This design comes from an exercise in tuning for small area on the open sky130 flow, not from production work.
In this exercise RTL edits were held to simulation tests only and were not proved equivalent to the original.
Power is estimated from default activity; no workload was simulated.

<file path="config.mk">
export PLATFORM = sky130hd
export DESIGN_NAME = regfile_mp
export DESIGN_NICKNAME = regfile_mp
export VERILOG_FILES = /design/flow/design.v
export SDC_FILE = /design/flow/constraint.sdc
export NUM_CORES = 4
export LEC_CHECK = 0
export CAP_MARGIN = 20
export CORE_MARGIN = 2
export CORE_UTILIZATION = 25
export PLACE_DENSITY = 0.4
export SLEW_MARGIN = 20
export SYNTH_HIERARCHICAL = 1
</file>
<file path="constraint.sdc">
create_clock -name core_clock -period 4.5 [get_ports {clk}]
set_input_delay 0.9000 -clock core_clock [delete_from_list [all_inputs] [get_ports {clk}]]
set_output_delay 0.9000 -clock core_clock [all_outputs]
set_load 0.01 [all_outputs]
</file>
<file path="design.v">
package regfile_pkg;
  localparam int DATA_W_DEF = 32;
  localparam int DEPTH_DEF  = 32;
  localparam int NUM_RD_DEF = 2;
  localparam int NUM_WR_DEF = 2;
  function automatic logic addr_valid(input int unsigned addr, input int unsigned depth,
                                      input logic zero_reg);
    addr_valid = (addr < depth) && !(zero_reg && (addr == 0));
  endfunction
endpackage
module regfile_fwd
#(
  parameter int DEPTH    = regfile_pkg::DEPTH_DEF,
  parameter int ADDR_W   = 5,
  parameter int NUM_WR   = regfile_pkg::NUM_WR_DEF,
  parameter int ZERO_REG = 1,
  parameter int ZOFF     = (ZERO_REG != 0) ? 1 : 0,
  parameter int NTERM    = 1 + NUM_WR + DEPTH - ZOFF
) (
  input  logic [ADDR_W-1:0]        i_rd_addr,
  input  logic                     i_rd_en,
  input  logic [NUM_WR-1:0]        i_wr_en,
  input  logic [NUM_WR*ADDR_W-1:0] i_wr_addr,
  input  logic [DEPTH-1:0]         i_valid,
  output logic [NTERM-1:0]         o_sel
);
  logic [NUM_WR-1:0] w_fwd;
  always_comb begin
    w_fwd = '0;
    for (int j = 0; j < NUM_WR; j++) begin
      if (i_wr_en[j] &&
          regfile_pkg::addr_valid(32'(i_wr_addr[j*ADDR_W +: ADDR_W]), DEPTH, ZERO_REG != 0) &&
          (i_wr_addr[j*ADDR_W +: ADDR_W] == i_rd_addr)) begin
        w_fwd    = '0;
        w_fwd[j] = 1'b1;
      end
    end
  end
  always_comb begin
    o_sel    = '0;
    o_sel[0] = !i_rd_en;
    for (int j = 0; j < NUM_WR; j++) begin
      o_sel[1 + j] = i_rd_en && w_fwd[j];
    end
    for (int k = ZOFF; k < DEPTH; k++) begin
      o_sel[1 + NUM_WR + k - ZOFF] = i_rd_en && !(|w_fwd) && i_valid[k] &&
                                     (i_rd_addr == ADDR_W'(k));
    end
  end
endmodule
module regfile_aoi
#(
  parameter int N = 3
) (
  input  logic [N-1:0] i_sel,
  input  logic [N-1:0] i_dat,
  output logic         o_n
);
  assign o_n = !(|(i_sel & i_dat));
endmodule
module regfile_rdbit
#(
  parameter int NTERM = 35
) (
  input  logic [NTERM-1:0] i_sel,
  input  logic [NTERM-1:0] i_dat,
  output logic             o_bit
);
  localparam int NG3  = NTERM / 3;
  localparam int NREM = NTERM % 3;
  localparam int NGRP = NG3 + ((NREM != 0) ? 1 : 0);
  logic [NGRP-1:0] w_n;
  for (genvar g = 0; g < NG3; g++) begin : g_aoi3
    regfile_aoi #(.N(3)) u_aoi (
      .i_sel(i_sel[3*g +: 3]),
      .i_dat(i_dat[3*g +: 3]),
      .o_n  (w_n[g])
    );
  end
  if (NREM != 0) begin : g_rem
    regfile_aoi #(.N(NREM)) u_aoi (
      .i_sel(i_sel[3*NG3 +: NREM]),
      .i_dat(i_dat[3*NG3 +: NREM]),
      .o_n  (w_n[NG3])
    );
  end
  assign o_bit = !(&w_n);
endmodule
module regfile_cell (
  input  logic clk,
  input  logic i_sel1,
  input  logic i_sel0,
  input  logic i_hold,
  input  logic i_d1,
  input  logic i_d0,
  output logic o_q
);
  logic r_q;
  always_ff @(posedge clk) begin
    r_q <= (i_sel1 & i_d1) | (i_sel0 & i_d0) | (i_hold & r_q);
  end
  assign o_q = r_q;
endmodule
module regfile_mp
#(
  parameter int DATA_W   = regfile_pkg::DATA_W_DEF,
  parameter int DEPTH    = regfile_pkg::DEPTH_DEF,
  parameter int ADDR_W   = (DEPTH > 1) ? $clog2(DEPTH) : 1,
  parameter int NUM_RD   = regfile_pkg::NUM_RD_DEF,
  parameter int NUM_WR   = regfile_pkg::NUM_WR_DEF,
  parameter int ZERO_REG = 1
) (
  input  logic                     clk,
  input  logic                     reset,
  input  logic [NUM_WR-1:0]        reg_write,
  input  logic [NUM_WR*ADDR_W-1:0] w_addr,
  input  logic [NUM_WR*DATA_W-1:0] w_data,
  input  logic [NUM_RD-1:0]        r_en,
  input  logic [NUM_RD*ADDR_W-1:0] r_addr,
  output logic [NUM_RD*DATA_W-1:0] r_data
);
  localparam int ZOFF  = (ZERO_REG != 0) ? 1 : 0;
  localparam int NTERM = 1 + NUM_WR + DEPTH - ZOFF;
  logic [DEPTH-1:0]  w_sel1, w_sel0, w_hold;
  logic [DEPTH-1:0]  r_valid;
  logic [DATA_W-1:0] w_mem [DEPTH];
  always_comb begin
    for (int unsigned k = 0; k < DEPTH; k++) begin
      w_sel1[k] = reg_write[1] &&
                  regfile_pkg::addr_valid(k, DEPTH, ZERO_REG != 0) &&
                  (w_addr[ADDR_W +: ADDR_W] == ADDR_W'(k));
      w_sel0[k] = reg_write[0] && !w_sel1[k] &&
                  regfile_pkg::addr_valid(k, DEPTH, ZERO_REG != 0) &&
                  (w_addr[0 +: ADDR_W] == ADDR_W'(k));
      w_hold[k] = !(w_sel1[k] || w_sel0[k]);
    end
  end
  for (genvar k = 0; k < DEPTH; k++) begin : g_reg
    if (ZERO_REG != 0 && k == 0) begin : g_zero
      assign r_valid[k] = 1'b0;
      assign w_mem[k]   = '0;
    end else begin : g_store
      logic r_v;
      always_ff @(posedge clk or posedge reset) begin
        if (reset) begin
          r_v <= 1'b0;
        end else if (!w_hold[k]) begin
          r_v <= 1'b1;
        end
      end
      assign r_valid[k] = r_v;
      for (genvar b = 0; b < DATA_W; b++) begin : g_bit
        regfile_cell u_cell (
          .clk   (clk),
          .i_sel1(w_sel1[k]),
          .i_sel0(w_sel0[k]),
          .i_hold(w_hold[k]),
          .i_d1  (w_data[DATA_W + b]),
          .i_d0  (w_data[b]),
          .o_q   (w_mem[k][b])
        );
      end
    end
  end
  for (genvar gi = 0; gi < NUM_RD; gi++) begin : g_rd
    logic [NTERM-1:0]  w_sel;
    logic [DATA_W-1:0] w_next;
    logic [DATA_W-1:0] r_rd;
    regfile_fwd #(
      .DEPTH   (DEPTH),
      .ADDR_W  (ADDR_W),
      .NUM_WR  (NUM_WR),
      .ZERO_REG(ZERO_REG),
      .ZOFF    (ZOFF),
      .NTERM   (NTERM)
    ) u_fwd (
      .i_rd_addr(r_addr[gi*ADDR_W +: ADDR_W]),
      .i_rd_en  (r_en[gi]),
      .i_wr_en  (reg_write),
      .i_wr_addr(w_addr),
      .i_valid  (r_valid),
      .o_sel    (w_sel)
    );
    for (genvar b = 0; b < DATA_W; b++) begin : g_bit
      logic [NTERM-1:0] w_dat;
      assign w_dat[0] = r_rd[b];
      for (genvar j = 0; j < NUM_WR; j++) begin : g_wd
        assign w_dat[1 + j] = w_data[j*DATA_W + b];
      end
      for (genvar k = ZOFF; k < DEPTH; k++) begin : g_md
        assign w_dat[1 + NUM_WR + k - ZOFF] = w_mem[k][b];
      end
      regfile_rdbit #(.NTERM(NTERM)) u_rdbit (
        .i_sel(w_sel),
        .i_dat(w_dat),
        .o_bit(w_next[b])
      );
    end
    always_ff @(posedge clk or posedge reset) begin
      if (reset) begin
        r_rd <= '0;
      end else begin
        r_rd <= w_next;
      end
    end
    assign r_data[gi*DATA_W +: DATA_W] = r_rd;
  end
endmodule
</file>
<file path="flow/run.sh">
#!/bin/bash
set -euo pipefail
export BUFFER_PORTS_ARGS="-buffer_cell sky130_fd_sc_hd__buf_1"
export CTS_ARGS="-sink_clustering_enable -repair_clock_nets -dont_use_dummy_load -buf_list sky130_fd_sc_hd__clkbuf_16 -sink_clustering_size 25 -sink_clustering_max_diameter 80"
bash standard.sh > standard.log 2>&1
</file>
<file path="standard.sh">
#!/bin/bash
# synth_recipe.tcl (not shown) runs the flow's synth.tcl, then flattens the netlist and writes it again
# the make line also repeats each setting of config.mk as NAME=value (left out here)
make -C /OpenROAD-flow-scripts/flow DESIGN_CONFIG=/design/flow/config.mk WORK_HOME=/design/flow/orfs CLKGATE_MAP_FILE= SYNTH_SCRIPT=/design/flow/synth_recipe.tcl "${@:-finish}"
</file>
==> run summary <==
worst max-delay path, delay by kind of cell:
kind / cells / cell delay [ns]
simple gates: 5 / 1.84
xor+xnor: 1 / 0.16
compound gates: 1 / 0.53
buf+inv: 3 / 0.97
placed cells by master (no fill, tap or decap), types with 60 or more instances in the layout:
master        n
buf_4       266
buf_1        94
a222oi_1   1696
nand3_1      62
nor3_4       60
nand2_1      73
or3_1        64
dfrtp_1      95
inv_1       994
dfxtp_1     992
nand4_1     196
clkbuf_16    78
per-layer routing:
metal	vias up	routed length, microns	part of all wire [%]
met5	-	51	0.017
met4	6	22240	7.3
met3	783	36860	12
met2	4443	128500	42
met1	27202	115600	38
li1	21374	-	-
through the flow:
step / total power (uW) / hold slack (ns) / utilization [%]
after floorplan: 17040 / 0.4695 / -
after global placement: 19120 / 0.4897 / 28.88
after detailed placement: 19280 / 0.4962 / 28.90
after CTS: 25990 / 0.3901 / 29.92
after global routing: 27110 / 0.4171 / 29.93
final: 26050 / 0.4099 / 29.94
registers in the layout, summed over array words and instances, names as in the netlist:
name and cells:
g.g_store.r_v 31, g.g_store.g_bit.u_cell.r_q 992, g_rd.r_rd 64
power breakdown:
group | switching (uW) | internal (uW)
clock | 3750 | 3070
sequential | 2330 | 12100
combinational | 2350 | 2450
path summary, 6_finish.rpt:
| path | from | end | slack [ns] | cells past startpoint |
|---|---|---|---|---|
| worst min-delay path | reset | g_rd[1].r_rd[0] | 0.41 | 2 |
| worst max-delay path | r_addr[6] | g_rd[1].r_rd[1] | 0.62 | 10 |
| max in group asynchronous | reset | g_rd[1].r_rd[20] | 3.03 | 3 |
| min in group core_clock | g_reg[8].g_store.g_bit[4].u_cell.r_q | g_reg[8].g_store.g_bit[4].u_cell.r_q | 0.52 | 2 |
| worst min register to register | g_reg[8].g_store.g_bit[4].u_cell.r_q | g_reg[8].g_store.g_bit[4].u_cell.r_q | 0.52 | 2 |
| worst max register to register | g_reg[30].g_store.r_v | g_rd[0].r_rd[19] | 1.74 | 6 |
area by class of cell:
cell class	instances	area (sq um)	area share, %
Sequential cell	1087	22240	38.61
Antenna cell	9	22.52	0.03910
Clock buffer	78	1952	3.389
Timing Repair Buffer	471	3667	6.367
Multi-Input combinational cell	2395	22820	39.61
Inverter	997	3745	6.502
Tap cell	2526	3161	5.487
==> results.sh <==
export IMPL_numCtsBuffers=78
export IMPL_netlist_instances=4584
export IMPL_row_count=161
export IMPL_cp_max_fo=32
export IMPL_overflow=0
export IMPL_drive_gt1_share_pct=12.77
export IMPL_finalHoldViolCount=0
export IMPL_first_global_vias=49042
export IMPL_outcome="finished clean"
export IMPL_cts_sinks=1087
export IMPL_path_cells="buf_1, xnor2_1, nand4_1, nor2_4, buf_4, nor3_4, buf_4, a222oi_1, nand4_1, or3_1"
export IMPL_tns_ns=0
export IMPL_place_area_sq_um=55600
export IMPL_power_density_nw_per_um2=452.3
export IMPL_avgRoutedWirePerCell_microns=40.09
export IMPL_leakage_uw=0.02468
export IMPL_hpwl_microns=187000
export IMPL_setup_viol_count_final=0
export IMPL_rsz0062_at_grt="false"
export IMPL_drc_errors=0
export IMPL_syn_to_final_growth_pct=19.16
export IMPL_worstSetupPathType="input pin to register"
export IMPL_routabilityCongestion=0.9190
export IMPL_clk_pin_slew_ns=0.11
export IMPL_dp_cells=7474
export IMPL_dr_first_iter_drc_count=16198
export IMPL_totalWireLength_microns=303200
export IMPL_start_util_pct=25.13
export IMPL_startpoint_type="input pin"
export IMPL_dieArea_sq_um=196900
export IMPL_grt_max_degree=46
export IMPL_hp_class="input pin to asynchronous set/reset pin"
export IMPL_max_vdd_ir_drop_uv=244.7
export IMPL_synth_area_sq_um=48340
export IMPL_dieHeight_microns=443.7
export IMPL_fin_crit_sh_pct=86.33
export IMPL_crit_arrival_ns=4.47
export IMPL_drv_slew=0
export IMPL_cts_root_buf="clkbuf_16"
export IMPL_stdcell_area_sq_um=57600
export IMPL_cts_tree="built"
export IMPL_clock_latency_ns=0.75
export IMPL_final_nets=5120
export IMPL_grt_pass1_wl_microns=410300
export IMPL_die_w_microns=443.7
export IMPL_yosysWarnings=11
export IMPL_cts_htree_levels=3
export IMPL_gr_usage_met3_pct=6.073
export IMPL_n_fill_cell=19838
export IMPL_holdBufCountCts=0
export IMPL_antenna_left=0
export IMPL_maxCapViolCount=0
export IMPL_top_usage_layer="met2"
export IMPL_setup_slack_ns=0.6151
export IMPL_core_area_sq_um=192400
export IMPL_avgSynthCellArea_sq_um=10.54
export IMPL_fmax_ghz=0.2574
export IMPL_slowest_stage="nand4_1"
export IMPL_crit_required_ns=5.08
export IMPL_use_met2_pct=43.15
export IMPL_min_period_ns=3.885
export IMPL_maxSlewHeadroom_pct=22.99
export IMPL_num_vias=53808
export IMPL_synth_fp_nets=4674
export IMPL_slowest_delay_ns=0.60
export IMPL_met1_usage_pct=38.19
export IMPL_postCtsSetupBuffers=0
export IMPL_track_usage_pct=29.02
export IMPL_first_pass_iters=15
export IMPL_pre_cts_slack_ns=-0.1063
export IMPL_fin_cells=7563
export IMPL_worst_slew_pin_transition_ns=1.151
export IMPL_io_pins=154
export IMPL_cts_resized=0
export IMPL_fin_skew_ns=0.08787
export IMPL_io_buffers=153
export IMPL_antenna_found_initial=12
export IMPL_via_per_inst=7.115
export IMPL_setup_worst_path_end_class="register"
export IMPL_cts_buffer_depth=3

==> what the ideal ports hide <==
How much do the figures lean on ideal ports? The routed layout below was timed once more, with nothing changed but the port constraints.
Step 1: set_driving_cell puts a clkbuf_16 on clk and a buf_2 on each other input, an assumption about the parent block.
Step 2 moves the port delays by t, midway between the first and last clock arrival at a register: inputs arrive t later, outputs are due t later. That takes back most of the time a late clock gives input paths.
Three values: ideal, step 1, step 2; two values: the first two.
t (ns): 0.786
setup slack, ns: 0.615 / 0.673 / -0.113
slew at the worst register clock pin (ns): 0.11 / 0.11
pins driven straight from the clock port: 1
With both steps, setup timing fails in this run, where it was met with ideal ports. The setup slack of this run moves by +0.058 ns with the drivers and by -0.728 ns with both steps.
